From an optimization exercise on the open Yosys and OpenROAD flow, aimed at small area, a short achievable clock period and few clock cycles per item; shortcuts taken in it are not production practice.
RTL that was checked went through simulation tests only; none was proved equivalent to the original.
Power and IR drop assume default switching activity.

== alpha ==
## cpu_top
module cpu_top (
    input  logic                   clk,
    input  logic                   rst_n,
    input  logic                   inst_vld,
    input  logic                   inst_last,
    input  cpu_isa_pkg::op_t       inst_op,
    input  cpu_isa_pkg::inst_id_t  inst_id,
    input  cpu_isa_pkg::reg_id_t   inst_dst_reg,
    input  cpu_isa_pkg::reg_id_t   inst_src_reg0,
    input  cpu_isa_pkg::reg_id_t   inst_src_reg1,
    input  cpu_isa_pkg::imm_t      inst_imm,
    output logic                   fetch_vld,
    output cpu_isa_pkg::pc_t       fetch_pc,
    output cpu_isa_pkg::inst_id_t  fetch_id,
    output logic                   inst_rdy,
    output logic                   write_mem_vld,
    output cpu_isa_pkg::inst_id_t  write_mem_id,
    output cpu_isa_pkg::data_t     write_mem_addr,
    output cpu_isa_pkg::data_t     write_mem_data,
    output logic                   exec_finish
);
For scale: about 420 flip-flops, about 95 I/O pins, ~0.022 mm² of cells after synthesis.
==> flow/config.mk <==
export PLATFORM = sky130hd
export DESIGN_NAME = cpu_top
export DESIGN_NICKNAME = cpu_top
export VERILOG_FILES = /design/flow/design.v
export SDC_FILE = /design/flow/constraint.sdc
export NUM_CORES = 4
export LEC_CHECK = 0
export CAP_MARGIN = 20
export CORE_MARGIN = 2
export CORE_UTILIZATION = 50
export CTS_CLUSTER_DIAMETER = 100
export CTS_CLUSTER_SIZE = 24
export SETUP_SLACK_MARGIN = 3.7
export SLEW_MARGIN = 20
==> flow/constraint.sdc <==
create_clock -name core_clock -period 7.0 [get_ports {clk}]
set_input_delay 1.4000 -clock core_clock [delete_from_list [all_inputs] [get_ports {clk}]]
set_output_delay 1.4000 -clock core_clock [all_outputs]
set_load 0.01 [all_outputs]
standard.sh (not shown) runs the stock make flow with config.mk's settings and CLKGATE_MAP_FILE= SYNTH_SCRIPT=/design/flow/synth_recipe.tcl, a recipe that flattens the netlist after the stock synthesis.
==> flow/flow/run.sh <==
#!/bin/bash
# The standard layout (the standard.sh, unchanged synthesis) with two
# changes: the port buffers are sky130 buf cells, which the timing repair
# may resize, instead of the delay-buffer cell buffer_ports picks by default;
# and the clock tree is built without dummy loads. make's output goes to
# make_flow.log; each ORFS step keeps its own log under orfs/logs.
set -euo pipefail
export BUFFER_PORTS_ARGS="-buffer_cell sky130_fd_sc_hd__buf_2"
export CTS_ARGS="-sink_clustering_enable -repair_clock_nets -dont_use_dummy_load -sink_clustering_size 24 -sink_clustering_max_diameter 100"
bash standard.sh > make_flow.log 2>&1
Testbench counts of alpha, summed over its fixed seeds: cycles 23,762, insts 22,445.
[inputs] beta vs alpha
-- flow/design.v --
<<< alpha, line 497
    cpu_isa_pkg::reg_id_t  ib_dst;
    logic [3:0]            ib_s0_lo, ib_s0_hi, ib_s1_lo, ib_s1_hi;
    cpu_isa_pkg::imm_t     ib_imm;
    logic                  x_we;          
    logic                  x_mul;         
>>> beta, line 497
    cpu_isa_pkg::reg_id_t  ib_dst;
    logic [3:0]            ib_s0_lo, ib_s0_hi, ib_s1_lo, ib_s1_hi;
    logic                  x_we;          
    logic                  x_mul;         
<<< alpha, line 571
            ib_s0_lo <= 4'(1) << inst_src_reg0[1:0];
            ib_s0_hi <= 4'(1) << inst_src_reg0[3:2];
            ib_s1_lo <= 4'(1) << inst_src_reg1[1:0];
            ib_s1_hi <= 4'(1) << inst_src_reg1[3:2];
            ib_imm  <= inst_imm;
        end
    end
>>> beta, line 570
            ib_s0_lo <= 4'(1) << inst_src_reg0[1:0];
            ib_s0_hi <= 4'(1) << inst_src_reg0[3:2];
            if (inst_op == cpu_isa_pkg::OP_ADD_IMM) begin
                {ib_s1_hi, ib_s1_lo} <= inst_imm;
            end else begin
                ib_s1_lo <= 4'(1) << inst_src_reg1[1:0];
                ib_s1_hi <= 4'(1) << inst_src_reg1[3:2];
            end
        end
    end
<<< alpha, line 628
                        (~val_b[2*i+1] & val_b[2*i] & (i == 0 ? 1'b0 : val_b[2*i-1]));
        end
        if (d_addi)     x_b <= cpu_isa_pkg::data_t'(ib_imm);
        else if (d_cmp) x_b <= ~val_b;
        else            x_b <= val_b;
>>> beta, line 630
                        (~val_b[2*i+1] & val_b[2*i] & (i == 0 ? 1'b0 : val_b[2*i-1]));
        end
        if (d_addi)     x_b <= cpu_isa_pkg::data_t'({ib_s1_hi, ib_s1_lo});
        else if (d_cmp) x_b <= ~val_b;
        else            x_b <= val_b;
==> results.txt <==
In beta, the net total in the final layout came out 25 below the value in alpha.
The die of beta is smaller than the one used in alpha.
Diff alpha -> beta | first-pass GRT wire length | decrease of about 3.3%
Across beta and alpha, none had a timing, DRC or antenna violation.
The higher peak per-stage delay on the critical path came out of beta.
Min area added between synthesis and finish across beta and alpha: beta
Going from alpha to beta, xor and xnor area share after synthesis about even; slew at the pin with the worst max-slew slack rose 0.020 ns.
The setup slack of the worst register-to-register path number comes out lower for beta vs alpha.
Testbench counts of beta, summed over its fixed seeds: cycles 23,762, insts 22,445.

---

cpu_top, a different RTL version from the one above (not shown whole).
Size in the first run: about 410 flip-flops, roughly 95 I/O pins.
==> flow/config.mk <==
export PLATFORM = sky130hd
export DESIGN_NAME = cpu_top
export DESIGN_NICKNAME = cpu_top
export VERILOG_FILES = /design/flow/design.v
export SDC_FILE = /design/flow/constraint.sdc
export NUM_CORES = 4
export LEC_CHECK = 0
export CAP_MARGIN = 20
export CORE_MARGIN = 2
export CORE_UTILIZATION = 50
export CTS_BUF_LIST = sky130_fd_sc_hd__clkbuf_4 sky130_fd_sc_hd__clkbuf_8
export SETUP_SLACK_MARGIN = 3.5
export SLEW_MARGIN = 20
==> flow/constraint.sdc <==
create_clock -name core_clock -period 7.0 [get_ports {clk}]
set_input_delay 1.4000 -clock core_clock [delete_from_list [all_inputs] [get_ports {clk}]]
set_output_delay 1.4000 -clock core_clock [all_outputs]
set_load 0.01 [all_outputs]
==> flow/flow/run.sh <==
#!/bin/bash
# The standard layout, with the port buffers made of sky130 buf cells (which
# the timing repair may resize) instead of the delay-buffer cell that
# buffer_ports picks by default.
set -euo pipefail
export BUFFER_PORTS_ARGS="-buffer_cell sky130_fd_sc_hd__buf_2"
bash standard.sh > make_flow.log 2>&1
The first run completed without violations.
Testbench counts at the start, summed over its fixed seeds: cycles 23,762, insts 22,445.
Rerun with:
--- a/flow/design.v
+++ b/flow/design.v
@@ -12,40 +12,40 @@
     localparam op_t OP_ADD     = 3'd3;
     localparam op_t OP_SHL     = 3'd4;
     localparam op_t OP_SHR     = 3'd5;
     localparam op_t OP_MUL     = 3'd6;
 endpackage
 `timescale 1ns/1ps
 package cpu_uarch_pkg;
     typedef logic [16-1:0] reg_mask_t;
 endpackage
 `timescale 1ns/1ps
 module reg_file (
-    input  logic                  clk,
-    input  logic                  rst_n,
-    input  cpu_isa_pkg::reg_id_t  rd_addr0,
-    input  cpu_isa_pkg::reg_id_t  rd_addr1,
-    output cpu_isa_pkg::data_t    rd_data0,
-    output cpu_isa_pkg::data_t    rd_data1,
-    input  logic                  wr_en,
-    input  cpu_isa_pkg::reg_id_t  wr_reg,
-    input  cpu_isa_pkg::data_t    wr_data
+    input  logic                    clk,
+    input  logic                    rst_n,
+    input  logic [16-1:0] rd_sel0,
+    input  logic [16-1:0] rd_sel1,
+    output cpu_isa_pkg::data_t      rd_data0,
+    output cpu_isa_pkg::data_t      rd_data1,
+    input  logic                    wr_en,
+    input  cpu_isa_pkg::reg_id_t    wr_reg,
+    input  cpu_isa_pkg::data_t      wr_data
 );
     cpu_isa_pkg::data_t        regs [0:16-1];
     logic [16-1:0]   valid;
     always_comb begin
         rd_data0 = '0;
         rd_data1 = '0;
         for (int i = 0; i < 16; i++) begin
-            if (rd_addr0 == i && valid[i]) rd_data0 = rd_data0 | regs[i];
-            if (rd_addr1 == i && valid[i]) rd_data1 = rd_data1 | regs[i];
+            if (rd_sel0[i] && valid[i]) rd_data0 = rd_data0 | regs[i];
+            if (rd_sel1[i] && valid[i]) rd_data1 = rd_data1 | regs[i];
         end
     end
     always_ff @(posedge clk or negedge rst_n) begin
         if (!rst_n) begin
             valid <= '0;
         end else if (wr_en) begin
             valid[wr_reg] <= 1'b1;
         end
     end
     always_ff @(posedge clk) begin
         for (int i = 0; i < 16; i++) begin
@@ -478,24 +478,24 @@
     output cpu_isa_pkg::data_t     write_mem_data,
     output logic                   exec_finish
 );
     localparam int W = 16;
     cpu_isa_pkg::pc_t      pc_q;
     logic                  last_acc_q;    
     logic                  fin_q;
     logic                  ib_vld;
     logic                  ib_last;
     cpu_isa_pkg::op_t      ib_op;
     cpu_isa_pkg::reg_id_t  ib_dst;
-    cpu_isa_pkg::reg_id_t  ib_s0;
-    cpu_isa_pkg::reg_id_t  ib_s1;
+    cpu_uarch_pkg::reg_mask_t ib_s0;      
+    cpu_uarch_pkg::reg_mask_t ib_s1;
     cpu_isa_pkg::imm_t     ib_imm;
     logic                  x_we;          
     logic                  x_mul;         
     logic                  x_st;          
     logic                  x_last;        
     logic                  x_add, x_cmp, x_shl, x_shr;
     cpu_isa_pkg::reg_id_t  x_dst;
     cpu_isa_pkg::inst_id_t x_id;          
     cpu_isa_pkg::data_t    x_a, x_b;
     logic [W/2-1:0]        x_one, x_two;   
     cpu_isa_pkg::data_t    alu_res;
@@ -547,47 +547,47 @@
         end else begin
             stall_q <= go && d_mul &&
                        ((inst_src_reg0 == ib_dst) ||
                         (inst_op != cpu_isa_pkg::OP_ADD_IMM && inst_src_reg1 == ib_dst));
         end
     end
     always_ff @(posedge clk) begin
         if (inst_rdy) begin
             ib_last <= inst_last;
             ib_op   <= inst_op;
             ib_dst  <= inst_dst_reg;
-            ib_s0   <= inst_src_reg0;
-            ib_s1   <= inst_src_reg1;
+            ib_s0   <= cpu_uarch_pkg::reg_mask_t'(1) << inst_src_reg0;
+            ib_s1   <= cpu_uarch_pkg::reg_mask_t'(1) << inst_src_reg1;
             ib_imm  <= inst_imm;
         end
     end
     reg_file u_reg_file (
         .clk      (clk),
         .rst_n    (rst_n),
-        .rd_addr0 (ib_s0),
-        .rd_addr1 (ib_s1),
+        .rd_sel0  (ib_s0),
+        .rd_sel1  (ib_s1),
         .rd_data0 (rf_a),
         .rd_data1 (rf_b),
         .wr_en    (rf_we),
         .wr_reg   (rf_wreg),
         .wr_data  (rf_wdata)
     );
     assign m_sum = m_s + m_c;
     assign m_val = {m_sum[W-1] ^ (^m_x), m_sum[W-2:0]};
     always_comb begin
-        if (x_we && x_dst == ib_s0)      val_a = alu_res;
-        else if (m_vld && m_dst == ib_s0) val_a = m_val;
-        else                              val_a = rf_a;
-        if (x_we && x_dst == ib_s1)      val_b = alu_res;
-        else if (m_vld && m_dst == ib_s1) val_b = m_val;
-        else                              val_b = rf_b;
+        if (x_we && ib_s0[x_dst])      val_a = alu_res;
+        else if (m_vld && ib_s0[m_dst]) val_a = m_val;
+        else                            val_a = rf_a;
+        if (x_we && ib_s1[x_dst])      val_b = alu_res;
+        else if (m_vld && ib_s1[m_dst]) val_b = m_val;
+        else                            val_b = rf_b;
     end
     always_ff @(posedge clk or negedge rst_n) begin
         if (!rst_n) begin
             x_we   <= 1'b0;
             x_mul  <= 1'b0;
             x_st   <= 1'b0;
             x_last <= 1'b0;
             x_id   <= '1;
         end else begin
             x_we   <= go && d_we;
             x_mul  <= go && d_mul;
Final area increases by a few percent. Wire length decreases slightly. Power increases by a few percent. Setup slack improves by 0.033 ns. Critical path depth decreases by 5. Clock power increases by roughly a tenth. Clock-buffer cell count increases by 10. Synthesized area increases by a few percent. Die area increases by a few percent. First-iteration DRC count decreases by about a fifth. Final cell count decreases slightly. Synthesized cell count decreases slightly.
The RTL of the second run of this note was laid out without a check of its function.

==> separate check: timing with driven ports <==
How much do the figures lean on ideal ports? The routed layouts below were timed once more, with nothing changed but the port constraints.
Step 1: set_driving_cell puts a clkbuf_16 on clk and a buf_2 on each other input, an assumption about the parent block.
Step 2, shift: input delay + t, output delay - t, t = (earliest + latest rising clock arrival at the registers) / 2. This alone moves slack from input paths to output paths.
Slacks: no drivers / after step 1 / after step 2; pairs: no drivers / after step 1.
| run | shift t [ns] | slack for setup (ns) | hold slack, ns | worst register clock-pin slew, ns | pins driven straight from the clock port |
|---|---|---|---|---|---|
| alpha | 0.603 | 3.728 / 3.688 / 3.688 | 0.454 / 0.454 / 0.454 | 0.11 / 0.11 | 1 |
| beta | 0.615 | 3.733 / 3.717 / 3.717 | 0.461 / 0.461 / 0.461 | 0.11 / 0.11 | 1 |
| the first run of note 2 | 0.679 | 3.507 / 3.507 / 3.507 | 0.429 / 0.429 / 0.429 | 0.06 / 0.06 | 1 |
| the second run of note 2 | 0.699 | 3.540 / 3.521 / 3.521 | 0.442 / 0.442 / 0.442 | 0.08 / 0.08 | 1 |
After both steps every run listed still meets setup and hold. The setup slack of alpha, which loses most, moves by -0.040 ns with the drivers and by -0.040 ns with both steps.
